Context: an optimization exercise on an open-source flow, tuned for a short achievable clock period and few clock cycles. The choices shown serve that exercise and are no tape-out recipe. Only simulation tests tie the RTL to the original design; equivalence was not proved.

## flow/design.v (module list and top-level ports; edited modules follow where they fit)
// module rotated_ellipse_mask_generator: 1994 lines
module rotated_ellipse_mask_generator #(
  parameter int MAX_RADIUS = 31
) (
  input  wire logic                            clk,
  input  wire logic                            rst_n,
  input  wire logic                            in_valid,
  output logic                                 in_stall,
  input  wire logic [4:0]                      in_x_radius,
  input  wire logic [4:0]                      in_y_radius,
  input  wire logic [8:0]                      in_rotation_deg,
  output logic                                 out_valid,
  input  wire logic                            out_stall,
  output logic [5:0]                           out_row_index,
  output logic [62:0]                          out_row_bits,
  output logic                                 out_last_row
);
  // ...
==> flow/flow/run.sh <==
#!/bin/bash
# The standard ORFS layout (standard.sh), with its timing repair asked to leave
# a setup margin below the 11 ns clock, so that the achieved period shrinks.
# The clock, its period, the I/O constraints and every step are unchanged.
set -euo pipefail
bash standard.sh SETUP_SLACK_MARGIN=7 finish > standard.log 2>&1
==> flow/standard.sh <==
#!/bin/bash
# synth_recipe.tcl (not shown) runs the flow's synth.tcl, then flattens the netlist and writes it again
# the make line also repeats each setting of config.mk as NAME=value (left out here)
make -C /OpenROAD-flow-scripts/flow DESIGN_CONFIG=/design/flow/config.mk WORK_HOME=/design/flow/orfs CLKGATE_MAP_FILE= SYNTH_SCRIPT=/design/flow/synth_recipe.tcl "${@:-finish}"
==> flow/config.mk <==
export PLATFORM = sky130hd
export DESIGN_NAME = rotated_ellipse_mask_generator
export DESIGN_NICKNAME = rotated_ellipse_mask_generator
export VERILOG_FILES = /design/flow/design.v
export SDC_FILE = /design/flow/constraint.sdc
export NUM_CORES = 4
export LEC_CHECK = 0
export CAP_MARGIN = 20
export CELL_PAD_IN_SITES_DETAIL_PLACEMENT = 2
export CELL_PAD_IN_SITES_GLOBAL_PLACEMENT = 2
export CORE_MARGIN = 2
export CORE_UTILIZATION = 35
export PLACE_DENSITY = 0.5
export SLEW_MARGIN = 20
==> flow/constraint.sdc <==
create_clock -name core_clock -period 11.0 [get_ports {clk}]
set_input_delay 2.2000 -clock core_clock [delete_from_list [all_inputs] [get_ports {clk}]]
set_output_delay 2.2000 -clock core_clock [all_outputs]
set_load 0.01 [all_outputs]
==> PnR_summary.wiki, run 1 <==
{| class="wikitable"
! Metric !! Value
|-
| CTS tree || built
|-
| Post-detailed-route via-to-cell ratio || between 5 and 6
|-
| Slew of the pin with the lowest slew margin || 1310 ps
|-
| Most used flip-flop cell after synthesis || dfxtp_1
|-
| Topmost layer with routed signal wires || met5
|-
| Tcrit/Tclk final || approximately two fifths
|-
| Met3 wire length || about 110 mm
|-
| Number of global-route vias before repair || 481,000
|-
| R2R Setup Slk || about 6900 ps
|-
| Total global-route track usage || a little under a third
|-
| Placeable core area || about 1,600,000 um^2
|-
| DP Wirelength || roughly 2000 mm
|-
| Count of input and output buffers || 94
|-
| X dimension of the die || between 1 and 1.5 mm
|-
| Crit path depth || 1
|-
| Xor and xnor area share after synthesis || slightly below 6%
|-
| Max-slew violations || 0
|-
| Final TNS setup || 0 ps
|-
| Result of the run || timing/DRC/antenna clean
|-
| CP max stage delay || 520 ps
|-
| Max-capacitance violation count || 0
|-
| Launch point of the worst path || out_rec[27]
|-
| Number of buffers inserted during clock tree synthesis || around 1,300
|-
| Residual DRC || 0
|-
| Vias post-DR || 437,000
|-
| Max Buffers Root-to-Sink || 6
|-
| Plain + repair buffers || 1,666
|-
| Largest area class, layout || multi-input combinational cells
|-
| Met2 routed wirelength || around 1300 mm
|-
| Share of the synthesized area in compound gates (AO/OA/AOI/OAI) || ~14%
|-
| Height of the chip || 1.28 mm
|-
| Number of nets with antenna violations after detailed routing || 0
|-
| Largest reg by FF count || oq_mem
|-
| Least setup slack across all paths after layout || about 6700 ps
|}
Testbench counts, summed over its fixed seeds: cycles 7,370.
==> run 2: changes to the inputs <==
==> flow/run.sh (new file) <==
#!/bin/bash
# synth_recipe.tcl (not shown) runs the flow's synth.tcl, then flattens the netlist and writes it again
# the make line also repeats each setting of config.mk as NAME=value (left out here)
make -C /OpenROAD-flow-scripts/flow DESIGN_CONFIG=/design/flow/config.mk WORK_HOME=/design/flow/orfs CLKGATE_MAP_FILE= SYNTH_SCRIPT=/design/flow/synth_recipe.tcl finish
--- a/flow/config.mk
+++ b/flow/config.mk
@@ -9,6 +9,7 @@
 export CELL_PAD_IN_SITES_DETAIL_PLACEMENT = 2
 export CELL_PAD_IN_SITES_GLOBAL_PLACEMENT = 2
 export CORE_MARGIN = 2
-export CORE_UTILIZATION = 35
-export PLACE_DENSITY = 0.5
+export CORE_UTILIZATION = 30
+export PLACE_DENSITY = 0.4
+export SETUP_SLACK_MARGIN = 5
 export SLEW_MARGIN = 20
removed: flow/flow/run.sh
removed: flow/standard.sh
==> run 2 against run 1 <==
  * First-iteration DRC count decreased by 6.3%
  * Global-route usage is 3.4 points lower
==> PnR_summary.wiki, run 2 <==
{| class="wikitable"
! Metric !! Value
|-
| Count of input and output buffers || 94 (unchanged)
|-
| Final cell area excluding filler cells || 649,000 um^2 (was 657,000 um^2)
|-
| CTS tree || built (unchanged)
|-
| Seq/Total Area, Yosys || 38.7% (unchanged)
|-
| Largest reg by FF count || oq_mem (unchanged)
|-
| Insertion delay of the later-clocked pin in the worst-skew pair || 1400 ps (about the same)
|-
| Vias post-DR || 431,000 (was 437,000)
|-
| Number of buffers inserted during clock tree synthesis || 1,355 (was 1,304)
|-
| DP Wirelength || 2120 mm (was 2020 mm)
|-
| CP Capture Type || flip-flop (was output port)
|-
| Max Buffers Root-to-Sink || 6 (unchanged)
|-
| Slew of the pin with the lowest slew margin || 1370 ps (was 1310 ps)
|-
| Final wirelength || 2720 mm (was 2640 mm)
|-
| Worst reg2reg startpoint || u29_lo[0] (was s1_k[1])
|-
| Fraction of final layout cells sized beyond drive strength 1 || 10.8% (was 14.1%)
|-
| Clock sinks || 10,000 (unchanged)
|-
| WP data required || 12,170 ps (was 8800 ps)
|-
| Top cell types by occurrence after synthesis || 8,094 x dfxtp_1, 6,986 x ha_1, 4,401 x inv_1, 3,736 x a21oi_1, 3,401 x nor2_1 (unchanged)
|-
| Placed Area || 602,000 um^2 (was 597,000 um^2)
|-
| Mapped Cells || 54,700 (unchanged)
|-
| Crit Reg-Reg Endpoint || k15_lo[24] (was s2_sqs[12])
|-
| RSZ-0062 raised after global routing || false (was true)
|-
| Hold Buf Count CTS || 0 (unchanged)
|-
| First-pass GRT wire length || 3760 mm (was 3670 mm)
|-
| Root buffer selected by CTS || clkbuf_16 (unchanged)
|-
| Leftover overflow at the end of global routing || 0 (unchanged)
|-
| Clock Skew || 124 ps (was 120 ps)
|-
| Largest register FFs || 560 (unchanged)
|-
| Share of flip-flops with an asynchronous set or reset || 0% (unchanged)
|-
| Most common cell after layout, fill and taps aside || dfxtp_1 (unchanged)
|-
| Global placement routability congestion || 0.906 (was 0.935)
|-
| R2R Setup Slk || 5280 ps (was 6860 ps)
|-
| Most used flip-flop cell after synthesis || dfxtp_1 (unchanged)
|-
| Number of DRC markers in iteration 0 || 25,400 (was 27,200)
|-
| Post-Synthesis Mean Instance Area || 10.4 um^2 (unchanged)
|-
| Height of the chip || 1.38 mm (was 1.28 mm)
|-
| Worst Hold Slack || 272 ps (about the same)
|-
| Registers with the highest flip-flop counts || oq_mem: 560 flops, mq_t0: 200 flops, mq_h0: 180 flops (unchanged)
|-
| Detailed-route wire length per cell || 33.2 um (was 33.5 um)
|-
| Setup Crit Path Kind || flip-flop to flip-flop (was flip-flop to output port)
|-
| Hold Violations, Final || 0 (unchanged)
|-
| Layout fillers || 200,000 (was 168,000)
|-
| Clock slew seen by the registers of the worst setup and hold paths || 60 ps (about the same)
|-
| YS warnings || 5 (unchanged)
|-
| Post-detailed-route via-to-cell ratio || 5.26 (was 5.55)
|-
| Reg2Reg Depth || 15 (was 10)
|-
| Shortest period the worst path allows || 5720 ps (was 4260 ps)
|-
| Worst hold-check path type || flip-flop to flip-flop (unchanged)
|-
| Achievable frequency || 0.175 GHz (was 0.235 GHz)
|-
| Largest net degree at the start of global routing || 137 (was 116)
|-
| Commonest cells after routing, fill and taps aside || 7,844 x dfxtp_1, 6,986 x ha_1, 4,366 x inv_1 (was 7,720 x dfxtp_1, 6,933 x ha_1, 4,322 x inv_1)
|-
| Number of levels the H-tree was split into || 7 (unchanged)
|-
| Tcrit/Tclk final || 52.0% (was 38.8%)
|-
| Count of flip-flops with a built-in enable after synthesis || 1,922 (unchanged)
|-
| Boundary pin count || 95 (unchanged)
|-
| Main area contributors after synthesis || dfxtp_1 29%, ha_1 15%, edfxtp_1 10%, fa_1 7.0%, xnor2_1 4.6% (unchanged)
|-
| Tightest slew margin relative to the limit || 8.60% (was 12.2%)
|-
| Launch point of the worst path || u29_lo[0] (was out_rec[27])
|-
| Starting density of the core || 30.0% (was 35.1%)
|-
| Critical Path Start Type || flip-flop (unchanged)
|-
| Distinct cells, synth || 107 (unchanged)
|-
| Max-slew violations || 0 (unchanged)
|-
| Critical path capture point || k15_lo[24] (was out_row_bits[26])
|-
| Post-synthesis register bit count || 10,000 (unchanged)
|-
| Final TNS setup || 0 ps (unchanged)
|-
| Number of antenna violations at the first check in global routing || 597 (was 563)
|-
| Cell type with the highest aggregate area in the netlist || dfxtp_1 (unchanged)
|-
| Max-capacitance violation count || 0 (unchanged)
|-
| Worst endpoint data arrival time || 6890 ps (was 2060 ps)
|-
| Total Nets Final || 64,300 (was 64,800)
|-
| First-pass iteration count of the detailed router || 5 (unchanged)
|-
| Worst-path maximum fanout || 6 (was 1)
|-
| Row cnt || 505 (was 467)
|-
| Number of nets with antenna violations after detailed routing || 0 (unchanged)
|-
| Leading cell type by number of instances after synthesis || dfxtp_1 (unchanged)
|-
| Result of the run || timing/DRC/antenna clean (unchanged)
|-
| Signed area change from the synthesized netlist to the final layout || 14.4% (was 15.7%)
|-
| Number of global-route vias before repair || 477,000 (was 481,000)
|-
| Setup Viol. Count Final || 0 (unchanged)
|-
| Placeable core area || 1,890,000 um^2 (was 1,620,000 um^2)
|-
| Overall die area || 1,900,000 um^2 (was 1,630,000 um^2)
|-
| Top cell type's share of synthesized area || 28.6% (unchanged)
|-
| Residual DRC || 0 (unchanged)
|-
| Total global-route track usage || 27.9% (was 31.3%)
|-
| X dimension of the die || 1.38 mm (was 1.28 mm)
|-
| Synthesized area || 567,000 um^2 (unchanged)
|}
[run 2: cell counts after synthesis]
Identical to the previous run, type by type.
[run 2: per-layer routing]
layer	global-route usage (%)	wire, um
met5	0	301
met4	11.7	126000
met3	2.83	97300
met2	47.9	1310000
met1	35.6	1190000
[run 2: how the worst min path moves through the flow]
stage                       startpoint           to  slack (ps)  depth (start not counted)
final                     sbb_p5_0[27]    sbb_ha[8]         270                          0
after global routing      sbb_p5_0[27]    sbb_ha[8]         280                          0
after CTS                 sbb_p5_0[27]    sbb_ha[8]         270                          0
after detailed placement   sh_p6_0[31]     sh_ha[9]         310                          0
after global placement     pp31_hi[16]  pm31_hi[16]         310                          0
after floorplan             a33_lo[21]   a33_bnd[0]         310                          0
[run 2: worst max-delay path, cell delays in order, from the launching register on]
cell and delay (ps):
dfxtp_1 510, inv_1 90, ha_1 370, fa_1 530
nor2b_1 510, o21a_1 270, o21ai_0 290, a21boi_2 620
o21ai_0 480, a31oi_1 450, a21oi_1 250, a2111oi_1 560
o21a_1 200, o21ai_0 120, mux2i_1 180, nand2_1 60
[run 2: final cells by class]
| cell class | instances | area [um^2] | share of cell area [%] |
|---|---|---|---|
| Multi-Input combinational cell | 38400 | 325000 | 50.1 |
| Antenna cell | 500 | 1250 | 0.193 |
| Clock buffer | 1860 | 38800 | 5.98 |
| Sequential cell | 10000 | 220000 | 33.9 |
| Inverter | 4433 | 16700 | 2.57 |
| Tap cell | 25100 | 31400 | 4.84 |
| Clock inverter | 530 | 6480 | 0.998 |
| Timing Repair Buffer | 1149 | 9350 | 1.44 |
[run 2: logic make-up (layout without fill, tap and decap cells)]
logic type,Yosys count,after routing,share of synthesized area [%]
compound gates,12400,12400,14.2
simple gates,10800,10800,8.96
flops,10000,10000,38.7
fa+ha+maj,8962,8962,22.4
buf+inv,6330,7972,4.19
xor+xnor,3865,3865,5.97
mux,2380,2380,5.54
other cells,1,508,0.000661
[run 2: what timing repair did]
action	in CTS	in global routing
gates resized for setup	1	3
setup buffers	1	0
endpoints found under the setup margin	2	3
[run 2: per-stage QoR]
stage	utilization (%)	setup WS (ps)	std cells
3_3_place_gp	31.9	4100	79000
4_1_cts	34.3	5070	81400
2_1_floorplan	-	5090	54700
5_1_grt	34.4	5020	81800
6_report	34.4	5280	81900
3_5_place_dp	31.9	4960	79000

## what the ideal ports hide
The results above use ideal ports. As a check the final layouts listed here were re-extracted and re-timed, cells and wires unchanged.
Step 1, drivers: a clkbuf_16 drives clk and a buf_2 each remaining input, both assumed.
Step 2 adds t to the input delays and takes it off the output delays; t is the mean of the earliest and latest rising clock arrival at the registers after step 1. Input paths then give back, and output paths get back, about the clock's delay inside the block.
a / b / c = no drivers / after step 1 / after step 2; a / b = the first two.
run | t (ns) | setup slack, ns | clock arrival spread, ns | slew at the worst register clock pin (ns) | worst slew at a driven data input, ns
run 1 | 1.534 | 6.737 / 6.539 / 6.363 | 0.127 / 0.127 | 0.08 / 0.08 | 0.09
run 2 | 1.534 | 5.278 / 5.278 / 5.278 | 0.150 / 0.151 | 0.07 / 0.07 | 0.26
After both steps setup and hold are still met in every run listed. For run 1, which loses most, drivers alone change the setup slack by -0.198 ns; drivers and shift together by -0.374 ns.
